Background: an optimization exercise with open tools, aiming at small area. Do not read the settings as production practice.
Where RTL was checked, it was by simulation tests only, not by an equivalence proof against the original.
Power figures rest on the tool's default switching activity, not on a simulated workload. No driver is modelled on the clock port, so clocking that relies on it looks cheaper here than on a real chip.

== the previous run ==
Design whackGame, start of the top module:
module whackGame (
	input logic Clock,
	input logic reset,
	input logic [gamePkg::NumMoles-1:0] switches,
	input logic loadSeed,
	input logic shift,
	output gamePkg::heightT [gamePkg::NumMoles-1:0] moleHeights,
	output bcdPkg::bcdCountT totalScore,
	output bcdPkg::bcdCountT totalRise
);
==> module bcdCounter, before the edit <==
module bcdCounter (
	input logic Clock,
	input logic reset,
	input logic [gamePkg::NumMoles-1:0] events,
	output logic [15:0] total
);
	logic [4:0] ones;  
	logic carry;  
	logic [3:0] en;  
	logic [15:0] toggle;
	assign ones = 5'(total[3:0]) + 5'(events[0]) + 5'(events[1]) + 5'(events[2]) +
		5'(events[3]) + 5'(events[4]) + 5'(events[5]) + 5'(events[6]) + 5'(events[7]);
	assign carry = ones[4] | (ones[3] & (ones[2] | ones[1]));
	assign en[1] = carry;
	assign en[2] = en[1] & total[4] & total[7];
	assign en[3] = en[2] & total[8] & total[11];
	always_comb begin
		toggle = '0;
		for (int d = 1; d < 4; d++) begin
			toggle[4*d] = en[d];
			toggle[4*d+1] = en[d] & total[4*d] & ~total[4*d+3];
			toggle[4*d+2] = en[d] & total[4*d] & total[4*d+1];
			toggle[4*d+3] = en[d] & total[4*d] & (total[4*d+3] | (total[4*d+1] & total[4*d+2]));
		end
	end
	always_ff @(posedge Clock or posedge reset) begin
		if (reset) begin
			total <= '0;
		end else begin
			total[3:0] <= carry ? 4'(ones + 5'd6) : ones[3:0];
			total[15:4] <= total[15:4] ^ toggle[15:4];
		end
	end
endmodule
clock: 30.0 ns
lec_check: 0
cap_margin: 20
core_margin: 2
core_utilization: 65
slew_margin: 20
standard.sh (not shown) runs the stock make flow with config.mk's settings and CLKGATE_MAP_FILE= SYNTH_SCRIPT=/design/flow/synth_recipe.tcl, a recipe that flattens the netlist after the stock synthesis.
==> flow/flow/run.sh <==
#!/bin/bash
# Standard synthesis and layout (standard.sh), with: every gate set to the
# smallest size of its family after floorplanning (repair_design then upsizes
# what needs it), minimum-size port buffers, and a leaner clock tree (no dummy
# loads, small leaf buffers).
set -euo pipefail
here=$(pwd)
bash standard.sh finish \
	"POST_FLOORPLAN_TCL=$here/flow/downsize.tcl" \
	"BUFFER_PORTS_ARGS=-buffer_cell sky130_fd_sc_hd__buf_1" \
	"CTS_ARGS=-sink_clustering_enable -repair_clock_nets -dont_use_dummy_load -buf_list sky130_fd_sc_hd__clkbuf_8 -root_buf sky130_fd_sc_hd__clkbuf_16 -sink_clustering_buffer sky130_fd_sc_hd__clkbuf_16 -sink_clustering_size 32 -sink_clustering_max_diameter 140" \
	> flow.log 2>&1
==> flow/flow/downsize.tcl <==
# Swap every standard cell to the smallest-area cell of the same family
# (same name up to the drive-strength suffix, so same function and pins).
# repair_design later upsizes whatever then violates slew or capacitance.
set db [ord::get_db]
set dont_use {}
if { [info exists ::env(DONT_USE_CELLS)] } { set dont_use $::env(DONT_USE_CELLS) }
set best [dict create]
foreach lib [$db getLibs] {
  foreach m [$lib getMasters] {
    set name [$m getName]
    if { ![regexp {^(sky130_fd_sc_hd__.+)_(\d+)$} $name -> base drive] } { continue }
    set skip 0
    foreach p $dont_use { if { [string match $p $name] } { set skip 1 } }
    if { $skip } { continue }
    set a [expr { [$m getWidth] * [$m getHeight] }]
    if { ![dict exists $best $base] || $a < [lindex [dict get $best $base] 1] } {
      dict set best $base [list $m $a]
    }
  }
}
set swapped 0
foreach inst [[ord::get_db_block] getInsts] {
  set m [$inst getMaster]
  if { [$inst isFixed] } { continue }
  if { ![regexp {^(sky130_fd_sc_hd__.+)_(\d+)$} [$m getName] -> base drive] } { continue }
  if { [regexp {^sky130_fd_sc_hd__(df|edf|sdf|dl|tap|fill|decap|conb)} [$m getName]] } { continue }
  if { ![dict exists $best $base] } { continue }
  set nm [lindex [dict get $best $base] 0]
  if { [$nm getName] ne [$m getName] } {
    $inst swapMaster $nm
    incr swapped
  }
}
puts "downsize: swapped $swapped instances"
What the current run does differently from the previous run at the input level:
-- flow/design.v --
<<< the previous run, line 218
	logic [3:0] en;  
	logic [15:0] toggle;
	assign ones = 5'(total[3:0]) + 5'(events[0]) + 5'(events[1]) + 5'(events[2]) +
		5'(events[3]) + 5'(events[4]) + 5'(events[5]) + 5'(events[6]) + 5'(events[7]);
	assign carry = ones[4] | (ones[3] & (ones[2] | ones[1]));
	assign en[1] = carry;
>>> the current run, line 218
	logic [3:0] en;  
	logic [15:0] toggle;
	logic [1:0] f0;
	logic [1:0] f1;
	logic [1:0] f2;
	logic [1:0] f3;
	logic [1:0] f4;
	logic [1:0] f5;
	logic [1:0] f6;
	logic [1:0] h7;
	assign f0 = {(events[0] & events[1]) | (events[0] & events[2]) | (events[1] & events[2]), events[0] ^ events[1] ^ events[2]};
	assign f1 = {(events[3] & events[4]) | (events[3] & events[5]) | (events[4] & events[5]), events[3] ^ events[4] ^ events[5]};
	assign f2 = {(events[6] & events[7]) | (events[6] & total[0]) | (events[7] & total[0]), events[6] ^ events[7] ^ total[0]};
	assign f3 = {(f0[0] & f1[0]) | (f0[0] & f2[0]) | (f1[0] & f2[0]), f0[0] ^ f1[0] ^ f2[0]};
	assign f4 = {(f0[1] & f1[1]) | (f0[1] & f2[1]) | (f1[1] & f2[1]), f0[1] ^ f1[1] ^ f2[1]};
	assign f5 = {(f3[1] & total[1]) | (f3[1] & f4[0]) | (total[1] & f4[0]), f3[1] ^ total[1] ^ f4[0]};
	assign f6 = {(f4[1] & f5[1]) | (f4[1] & total[2]) | (f5[1] & total[2]), f4[1] ^ f5[1] ^ total[2]};
	assign h7 = {f6[1] & total[3], f6[1] ^ total[3]};
	assign ones = {h7[1], h7[0], f6[0], f5[0], f3[0]};
	assign carry = ones[4] | (ones[3] & (ones[2] | ones[1]));
	assign en[1] = carry;
Notes after the runs:
Comparing the current run and the previous run, the higher synthesized instance count is on the previous run. The current run gives less detailed-route wire length per cell than the previous run did. Area after synthesis for the current run: 0.55% down relative to the previous run. Diff the previous run -> the current run: worst-case setup margin in the final layout flat; detailed-route wire length down about 1.7%; fraction of area in non-clock buffers flat; power spent charging and discharging nets down 72 uW; net count reported at finish down 1.6%. Of the current run and the previous run, the run reporting the lower distinct cell type count of the synthesized netlist was the previous run.

========
## garnet
RTL: one of the versions met above, not the one the previous note started from.
Size: ~84 I/O pins, roughly 22000 um^2 of cells after synthesis.
==> module bcdCounter, before the edit <==
module bcdCounter (
	input logic Clock,
	input logic reset,
	input logic [gamePkg::NumMoles-1:0] events,
	output logic [15:0] total
);
	logic [4:0] ones;  
	logic carry;  
	logic [3:0] en;  
	logic [15:0] toggle;
	logic [1:0] f0;
	logic [1:0] f1;
	logic [1:0] f2;
	logic [1:0] f3;
	logic [1:0] f4;
	logic [1:0] f5;
	logic [1:0] f6;
	logic [1:0] h7;
	assign f0 = {(events[0] & events[1]) | (events[0] & events[2]) | (events[1] & events[2]), events[0] ^ events[1] ^ events[2]};
	assign f1 = {(events[3] & events[4]) | (events[3] & events[5]) | (events[4] & events[5]), events[3] ^ events[4] ^ events[5]};
	assign f2 = {(events[6] & events[7]) | (events[6] & total[0]) | (events[7] & total[0]), events[6] ^ events[7] ^ total[0]};
	assign f3 = {(f0[0] & f1[0]) | (f0[0] & f2[0]) | (f1[0] & f2[0]), f0[0] ^ f1[0] ^ f2[0]};
	assign f4 = {(f0[1] & f1[1]) | (f0[1] & f2[1]) | (f1[1] & f2[1]), f0[1] ^ f1[1] ^ f2[1]};
	assign f5 = {(f3[1] & total[1]) | (f3[1] & f4[0]) | (total[1] & f4[0]), f3[1] ^ total[1] ^ f4[0]};
	assign f6 = {(f4[1] & f5[1]) | (f4[1] & total[2]) | (f5[1] & total[2]), f4[1] ^ f5[1] ^ total[2]};
	assign h7 = {f6[1] & total[3], f6[1] ^ total[3]};
	assign ones = {h7[1], h7[0], f6[0], f5[0], f3[0]};
	assign carry = ones[4] | (ones[3] & (ones[2] | ones[1]));
	assign en[1] = carry;
	assign en[2] = en[1] & total[4] & total[7];
	assign en[3] = en[2] & total[8] & total[11];
	always_comb begin
		toggle = '0;
		for (int d = 1; d < 4; d++) begin
			toggle[4*d] = en[d];
			toggle[4*d+1] = en[d] & total[4*d] & ~total[4*d+3];
			toggle[4*d+2] = en[d] & total[4*d] & total[4*d+1];
			toggle[4*d+3] = en[d] & total[4*d] & (total[4*d+3] | (total[4*d+1] & total[4*d+2]));
		end
	end
	always_ff @(posedge Clock or posedge reset) begin
		if (reset) begin
			total <= '0;
		end else begin
			total[3:0] <= carry ? 4'(ones + 5'd6) : ones[3:0];
			total[15:4] <= total[15:4] ^ toggle[15:4];
		end
	end
endmodule
Settings: LEC_CHECK=0, CAP_MARGIN=20, CORE_MARGIN=2, CORE_UTILIZATION=65, SLEW_MARGIN=20; clock period 30.0 ns.
==> flow/flow/run.sh <==
#!/bin/bash
# Standard synthesis and layout (standard.sh), with: every gate set to the
# smallest size of its family after floorplanning (repair_design then upsizes
# what needs it), minimum-size port buffers, and a leaner clock tree (no dummy
# loads, small leaf buffers).
set -euo pipefail
here=$(pwd)
bash standard.sh finish \
	"POST_FLOORPLAN_TCL=$here/flow/downsize.tcl" \
	"BUFFER_PORTS_ARGS=-buffer_cell sky130_fd_sc_hd__buf_1" \
	"CTS_ARGS=-sink_clustering_enable -repair_clock_nets -dont_use_dummy_load -buf_list sky130_fd_sc_hd__clkbuf_8 -root_buf sky130_fd_sc_hd__clkbuf_16 -sink_clustering_buffer sky130_fd_sc_hd__clkbuf_16 -sink_clustering_size 28 -sink_clustering_max_diameter 200" \
	> flow.log 2>&1
Scripts as last shown in full above: flow/flow/downsize.tcl
Modified inputs, amber compared to garnet
-- flow/design.v --
<<< garnet, line 226
	logic [1:0] f6;
	logic [1:0] h7;
	assign f0 = {(events[0] & events[1]) | (events[0] & events[2]) | (events[1] & events[2]), events[0] ^ events[1] ^ events[2]};
	assign f1 = {(events[3] & events[4]) | (events[3] & events[5]) | (events[4] & events[5]), events[3] ^ events[4] ^ events[5]};
	assign f2 = {(events[6] & events[7]) | (events[6] & total[0]) | (events[7] & total[0]), events[6] ^ events[7] ^ total[0]};
	assign f3 = {(f0[0] & f1[0]) | (f0[0] & f2[0]) | (f1[0] & f2[0]), f0[0] ^ f1[0] ^ f2[0]};
	assign f4 = {(f0[1] & f1[1]) | (f0[1] & f2[1]) | (f1[1] & f2[1]), f0[1] ^ f1[1] ^ f2[1]};
	assign f5 = {(f3[1] & total[1]) | (f3[1] & f4[0]) | (total[1] & f4[0]), f3[1] ^ total[1] ^ f4[0]};
	assign f6 = {(f4[1] & f5[1]) | (f4[1] & total[2]) | (f5[1] & total[2]), f4[1] ^ f5[1] ^ total[2]};
	assign h7 = {f6[1] & total[3], f6[1] ^ total[3]};
	assign ones = {h7[1], h7[0], f6[0], f5[0], f3[0]};
	assign carry = ones[4] | (ones[3] & (ones[2] | ones[1]));
>>> amber, line 226
	logic [1:0] f6;
	logic [1:0] h7;
	assign f0 = 2'(events[0]) + 2'(events[1]) + 2'(events[2]);
	assign f1 = 2'(events[3]) + 2'(events[4]) + 2'(events[5]);
	assign f2 = 2'(events[6]) + 2'(events[7]) + 2'(total[0]);
	assign f3 = 2'(f0[0]) + 2'(f1[0]) + 2'(f2[0]);
	assign f4 = 2'(f0[1]) + 2'(f1[1]) + 2'(f2[1]);
	assign f5 = 2'(f3[1]) + 2'(total[1]) + 2'(f4[0]);
	assign f6 = 2'(f4[1]) + 2'(f5[1]) + 2'(total[2]);
	assign h7 = 2'(f6[1]) + 2'(total[3]);
	assign ones = {h7[1], h7[0], f6[0], f5[0], f3[0]};
	assign carry = ones[4] | (ones[3] & (ones[2] | ones[1]));
Notes after the runs:
- Going from garnet to amber, first-pass GRT wire length grows by 940 um.
- In the tables for garnet and amber, multi-input combinational area share reads higher with amber.
- Flip-flop and latch power of garnet is on par with amber.
- Diff garnet and amber: fraction of the mapped netlist area in simple logic gates higher in amber
- Between garnet and amber, the number of stages on the worst hold path figures differ only marginally.
- Clock insertion delay at the later pin of the skew report (higher): amber
- Re setup slack: amber is 0.25 ns up on garnet.
- In amber the non-clock buffer count turned out 1.1% higher than in garnet.
- [compare] base=garnet new=amber: cell area picked up an extra about 0.45%, CTS H-tree depth neither gained nor lost much, path depth of the worst reg2reg path picked up an extra 1, starting utilization of the core area picked up an extra 0.22 points, post-placement cell area picked up an extra 0.36%.
Only the layout flow was run in amber; the RTL was not checked for function there.

-- what the ideal ports hide --
The flow's constraints put no driver on any port. The routed layouts listed below were extracted and timed again, unchanged, in two steps. Step 1: set_driving_cell puts a clkbuf_16 on Clock and a buf_2 on each other input, an assumption about the parent block. Step 2 also shifts input and output timing later by t, the mid clock arrival at the registers, as if the neighbouring blocks saw the same clock. Three values: ideal ports, drivers, drivers and shift; two values: the first two.
run | shift t [ns] | setup WS [ns] | worst setup path at the end | worst register clock-pin slew, ns
the previous run | 0.597 | 21.834 / 21.847 / 21.251 | input to register | 0.12 / 0.12
the current run | 0.608 | 21.832 / 21.859 / 21.251 | input to register | 0.12 / 0.12
garnet | 0.587 | 21.835 / 21.859 / 21.273 | input to register | 0.11 / 0.11
amber | 0.597 | 22.088 / 22.114 / 21.517 | input to register | 0.11 / 0.11
After both steps setup and hold are still met in every run listed. The setup slack of the previous run, which loses most, moves by +0.013 ns with the drivers and by -0.583 ns with both steps.
